Context: an optimization exercise on an open-source flow, tuned for small area, a short achievable clock period and few clock cycles. The choices shown serve that exercise and are no tape-out recipe.
RTL that was checked went through simulation tests only; none was proved equivalent to the original.
No activity file was given, so power comes from the tool's default toggle rates.

==> v8 <==
// depth_rainbow_colormap_unit
module depth_rainbow_colormap_unit
#(
    parameter int DEPTH_BITS = 24
) (
    input  logic                 i_clk,
    input  logic                 i_rst_n,
    input  logic                 i_depth_valid,
    output logic                 o_depth_ready,
    input  logic [DEPTH_BITS-1:0] i_depth,
    output logic                 o_pixel_valid,
    input  logic                 i_pixel_ready,
    output logic [7:0]           o_blue,
    output logic [7:0]           o_green,
    output logic [7:0]           o_red,
    input  logic                 i_cfg_we,
    input  logic [drcm_pkg::CFG_IDX_W-1:0] i_cfg_idx,
    input  logic [drcm_pkg::DIST_W-1:0]    i_cfg_data
);
export LEC_CHECK = 0
export ABC_AREA = 1
export CAP_MARGIN = 10
export CORE_MARGIN = 2
export CORE_UTILIZATION = 60
export CTS_CLUSTER_DIAMETER = 100
export CTS_CLUSTER_SIZE = 20
export SETUP_SLACK_MARGIN = 3.2
export SLEW_MARGIN = 10
export SYNTH_MEMORY_MAX_BITS = 16384
export TNS_END_PERCENT = 20
export BUFFER_PORTS_ARGS = -buffer_cell sky130_fd_sc_hd__buf_2
create_clock -name core_clock -period 6.0 [get_ports {i_clk}]
standard.sh (not shown) runs the stock make flow with config.mk's settings and CLKGATE_MAP_FILE= SYNTH_SCRIPT=/design/flow/synth_recipe.tcl, a recipe that flattens the netlist after the stock synthesis.
==> flow/flow/run.sh <==
#!/bin/bash
set -euo pipefail
echo 'export BUFFER_PORTS_ARGS = -buffer_cell sky130_fd_sc_hd__buf_2' >> config.mk
bash standard.sh > standard.log 2>&1
==> v28: changes against v8 <==
--- a/flow/design.v
+++ b/flow/design.v
@@ -25,85 +25,28 @@
     typedef struct packed {
         logic             black;
         logic [IDX_W-1:0] index;
     } t_idx_beat;
 endpackage
-module drcm_add #(
-    parameter int W = 16
-) (
-    input  logic [W-1:0] i_a,
-    input  logic [W-1:0] i_b,
-    input  logic         i_ci,
-    output logic [W-1:0] o_s,
-    output logic         o_co
-);
-    logic [W-1:0] t;
-    logic [W-1:0] g;
-    logic [W-1:0] cg;
-    logic [W-1:0] cp;
-    always_comb begin
-        t = i_a | i_b;
-        g = i_a & i_b;
-        cg = g;
-        cp = t;
-        cg[0] = g[0] | (t[0] & i_ci);
-        for (int l = 0; (1 << l) < W; l++) begin
-            logic [W-1:0] ng;
-            logic [W-1:0] np;
-            ng = cg;
-            np = cp;
-            for (int i = 0; i < W; i++) begin
-                if ((i >> l) & 1) begin
-                    ng[i] = cg[i] | (cp[i] & cg[((i >> l) << l) - 1]);
-                    np[i] = cp[i] & cp[((i >> l) << l) - 1];
-                end
-            end
-            cg = ng;
-            cp = np;
-        end
-        o_s  = i_a ^ (i_b ^ {cg[W-2:0], i_ci});
-        o_co = cg[W-1];
-    end
-endmodule
 module drcm_div_step #(
     parameter int K = 7
 ) (
     input  logic [15:0] i_den,
-    input  logic [23:0] i_rem,
+    input  logic [24:0] i_rem,
     input  logic [7:0]  i_quo,
-    output logic [23:0] o_rem,
+    output logic [24:0] o_rem,
     output logic [7:0]  o_quo
 );
     logic [16:0] top;
-    logic [16:0] dd;
-    logic [16:0] dif;
-    logic [16:0] bg;
-    logic [16:0] bt;
-    assign top = i_rem[K+16:K];
-    assign dd  = {1'b0, i_den};
+    logic [17:0] trial;
+    assign top   = i_rem[K+17:K+1];
+    assign trial = {1'b0, top} - {2'b0, i_den};
     always_comb begin
-        bg = ~top & dd;
-        bt = ~top | dd;
-        for (int l = 0; l < 5; l++) begin
-            logic [16:0] ng;
-            logic [16:0] nt;
-            ng = bg;
-            nt = bt;
-            for (int i = 0; i < 17; i++) begin
-                if ((i >> l) & 1) begin
-                    ng[i] = bg[i] | (bt[i] & bg[((i >> l) << l) - 1]);
-                    nt[i] = bt[i] & bt[((i >> l) << l) - 1];
-                end
-            end
-            bg = ng;
-            bt = nt;
-        end
-        dif = top ^ (dd ^ {bg[15:0], 1'b0});
         o_rem = i_rem;
         o_quo = i_quo;
-        o_quo[K] = !bg[16];
-        if (!bg[16]) o_rem[K+16:K] = dif;
+        o_quo[K] = !trial[17];
+        if (!trial[17]) o_rem[K+17:K+1] = trial[16:0];
     end
 endmodule
 module drcm_lut
 (
     input  logic       i_black,
@@ -409,16 +352,11 @@
         end else if (i_cfg_we) begin
             if (i_cfg_idx[0]) r_far  <= i_cfg_data;
             else              r_near <= i_cfg_data;
         end
     end
-    logic den_co;
-    drcm_add #(.W(16)) u_den (
-        .i_a (r_far), .i_b (~r_near), .i_ci (1'b1),
-        .o_s (den_full[15:0]), .o_co (den_co)
-    );
-    assign den_full[16] = !den_co;
+    assign den_full = {1'b0, r_far} - {1'b0, r_near};
     always_ff @(posedge i_clk) begin
         r_den <= den_full[15:0];
         r_ok  <= !den_full[16] && (den_full[15:0] != 16'd0);
     end
     logic en;
@@ -432,16 +370,11 @@
     logic        r1_high;
     logic        r1_below;
     logic [15:0] r1_diff;
     assign in_black = i_depth[DEPTH_BITS-1] || (i_depth == '0);
     assign in_high  = |i_depth[DEPTH_BITS-2:16];
-    logic in_co;
-    drcm_add #(.W(16)) u_diff (
-        .i_a (i_depth[15:0]), .i_b (~r_near), .i_ci (1'b1),
-        .o_s (in_diff[15:0]), .o_co (in_co)
-    );
-    assign in_diff[16] = !in_co;
+    assign in_diff  = {1'b0, i_depth[15:0]} - {1'b0, r_near};
     always_ff @(posedge i_clk) begin
         if (!i_rst_n)  r1_v <= 1'b0;
         else if (en)   r1_v <= i_depth_valid;
     end
     always_ff @(posedge i_clk) begin
@@ -452,84 +385,57 @@
             r1_diff  <= in_diff[15:0];
         end
     end
     logic [NSTEP:0] s_v;
     logic [1:0]     s_c [0:NSTEP];
-    logic [23:0]    s_r [0:NSTEP];
+    logic [24:0]    s_r [0:NSTEP];
     logic [7:0]     s_q [0:NSTEP];
     logic [23:0]    s_p;
     logic [1:0]     t_c [1:NSTEP];
-    logic [23:0]    t_r [1:NSTEP];
+    logic [24:0]    t_r [1:NSTEP];
     logic [7:0]     t_q [1:NSTEP];
     logic [23:0]    t_p;
     assign s_v[0] = r1_v;
     assign s_c[0] = C_DIV;
-    assign s_r[0] = 24'd0;
+    assign s_r[0] = 25'd0;
     assign s_q[0] = 8'd0;
-    logic [15:0] ge_s;
-    logic        ge_den;
-    logic [23:0] n_s;
-    logic [23:0] n_c;
-    logic        n_co;
-    drcm_add #(.W(16)) u_ge (
-        .i_a (r1_diff), .i_b (~r_den), .i_ci (1'b1),
-        .o_s (ge_s), .o_co (ge_den)
-    );
     always_comb begin
-        if (r1_black)                      t_c[1] = C_BLACK;
-        else if (r1_below || !r_ok)        t_c[1] = C_ZERO;
-        else if (r1_high || ge_den)        t_c[1] = C_FULL;
-        else                               t_c[1] = C_DIV;
+        if (r1_black)                            t_c[1] = C_BLACK;
+        else if (r1_below || !r_ok)              t_c[1] = C_ZERO;
+        else if (r1_high || (r1_diff >= r_den))  t_c[1] = C_FULL;
+        else                                     t_c[1] = C_DIV;
     end
-    always_comb begin
-        logic [23:0] x;
-        logic [23:0] y;
-        logic [23:0] z;
-        x = {r1_diff, 8'd0};
-        y = {8'hFF, ~r1_diff};
-        z = {9'd0, r_den[15:1]};
-        n_s = x ^ y ^ z;
-        n_c = {((x & y) | (x & z) | (y & z)), 1'b0} ;
-    end
-    drcm_add #(.W(24)) u_num (
-        .i_a (n_s), .i_b (n_c), .i_ci (1'b1),
-        .o_s (t_r[1]), .o_co (n_co)
-    );
+    assign t_r[1] = {r1_diff, 9'd0} - {8'd0, r1_diff, 1'b0} + {9'd0, r_den};
     assign t_q[1] = 8'd0;
-    logic [7:0] q_raw [2:9];
     for (genvar j = 2; j <= 9; j++) begin : g_step
         drcm_div_step #(.K(9 - j)) u_step (
             .i_den (r_den),
             .i_rem (s_r[j-1]),
             .i_quo (s_q[j-1]),
             .o_rem (t_r[j]),
-            .o_quo (q_raw[j])
+            .o_quo (t_q[j])
         );
-        if (j < 9) begin : g_mid
-            assign t_q[j] = q_raw[j];
-            assign t_c[j] = s_c[j-1];
-        end else begin : g_last
-            always_comb begin
-                case (s_c[j-1])
-                    C_ZERO:  t_q[j] = 8'd0;
-                    C_FULL:  t_q[j] = 8'd255;
-                    C_BLACK: t_q[j] = 8'd0;
-                    default: t_q[j] = q_raw[j];
-                endcase
-            end
-            assign t_c[j] = (s_c[j-1] == C_BLACK) ? C_BLACK : C_DIV;
-        end
+        assign t_c[j] = s_c[j-1];
+    end
+    logic [7:0] qf;
+    always_comb begin
+        case (s_c[9])
+            C_ZERO:  qf = 8'd0;
+            C_FULL:  qf = 8'd255;
+            C_BLACK: qf = 8'd0;
+            default: qf = s_q[9];
+        endcase
     end
     drcm_lut u_lut (
         .i_black (s_c[9] == C_BLACK),
-        .i_index (s_q[9]),
+        .i_index (qf),
         .o_blue  (t_p[23:16]),
         .o_green (t_p[15:8]),
         .o_red   (t_p[7:0])
     );
     assign t_c[10] = 2'd0;
-    assign t_r[10] = 24'd0;
+    assign t_r[10] = 25'd0;
     assign t_q[10] = 8'd0;
     for (genvar j = 1; j <= NSTEP; j++) begin : g_link
         if (CUTS[j]) begin : g_reg
             logic rv;
             always_ff @(posedge i_clk) begin
@@ -537,11 +443,11 @@
                 else if (en)  rv <= s_v[j-1];
             end
             assign s_v[j] = rv;
             if (j < NSTEP) begin : g_data
                 logic [1:0]  rc;
-                logic [23:0] rr;
+                logic [24:0] rr;
                 logic [7:0]  rq;
                 always_ff @(posedge i_clk) begin
                     if (en) begin
                         rc <= t_c[j];
                         rr <= t_r[j];
==> flow/run.sh (new file) <==
#!/bin/bash
# synth_recipe.tcl (not shown) runs the flow's synth.tcl, then flattens the netlist and writes it again
# the make line also repeats each setting of config.mk as NAME=value (left out here)
make -C /OpenROAD-flow-scripts/flow DESIGN_CONFIG=/design/flow/config.mk WORK_HOME=/design/flow/orfs CLKGATE_MAP_FILE= SYNTH_SCRIPT=/design/flow/synth_recipe.tcl finish
==> flow/config.mk (replaced) <==
export PLATFORM = sky130hd
export DESIGN_NAME = depth_rainbow_colormap_unit
export DESIGN_NICKNAME = depth_rainbow_colormap_unit
export VERILOG_FILES = /design/flow/design.v
export SDC_FILE = /design/flow/constraint.sdc
export NUM_CORES = 4
export LEC_CHECK = 0
export ABC_CLOCK_PERIOD_IN_PS = 2500
export CAP_MARGIN = 20
export CORE_MARGIN = 2
export CORE_UTILIZATION = 40
export SETUP_SLACK_MARGIN = 3.3
export SLEW_MARGIN = 20
export SYNTH_MEMORY_MAX_BITS = 16384
removed: flow/flow/run.sh
removed: flow/standard.sh
==> qor summary <==
Top achievable clock speed: v8 347.7 MHz; v28 309.5 MHz
Run status: v8 no timing/DRC/antenna violations; v28 no timing/DRC/antenna violations
Post-synth EDFFs: v8 260; v28 261
Most prevalent standard cell on the critical path: v8 sky130_fd_sc_hd__buf_6; v28 sky130_fd_sc_hd__buf_12
Capture instance of the worst register-to-register path: v8 g_link[3].g_reg.g_data.rr[8]$_DFFE_PP_; v28 g_link[8].g_reg.g_data.rr[10]$_DFFE_PP_
Pint: v8 6.421 mW; v28 11.20 mW
Detailed-placement wirelength estimate: v8 38340 µm; v28 41810 µm
Logic depth of the worst setup path including buffers: v8 4; v28 14
Post-synth design cell area: v8 20950 µm²; v28 22020 µm²
Floorplan core area: v8 34460 µm²; v28 54770 µm²
Highest metal used: v8 met4; v28 met5
Vertical extent of the die: v8 190.9 µm; v28 238.6 µm
Worst Setup Slack, final: v8 3124 ps; v28 2769 ps
Testbench counts of v8, summed over its fixed seeds: cycles 16,088.
No functional check of the RTL was part of v28.

[separate check: timing with driven ports]
The flow's constraints put no driver on any port. The routed layouts listed below were extracted and timed again, unchanged, in two steps. Step 1, drivers: a clkbuf_16 drives i_clk and a buf_2 each remaining input, both assumed. Step 2, shift: input delay + t, output delay - t, t = (earliest + latest rising clock arrival at the registers) / 2. This alone moves slack from input paths to output paths. a / b / c = ideal ports / drivers / drivers and shift; a / b = the first two.
run | t, ns | setup WS [ns] | worst hold slack (ns) | clock arrival spread, ns
v8 | 0.577 | 3.124 / 3.093 / 2.657 | 0.420 / 0.420 / 0.420 | 0.023 / 0.024
v28 | 0.623 | 2.768 / 2.768 / 2.529 | 0.403 / 0.403 / 0.403 | 0.023 / 0.023
After both steps every run listed still meets setup and hold. For v8, which loses most, drivers alone change the setup slack by -0.031 ns; drivers and shift together by -0.467 ns.
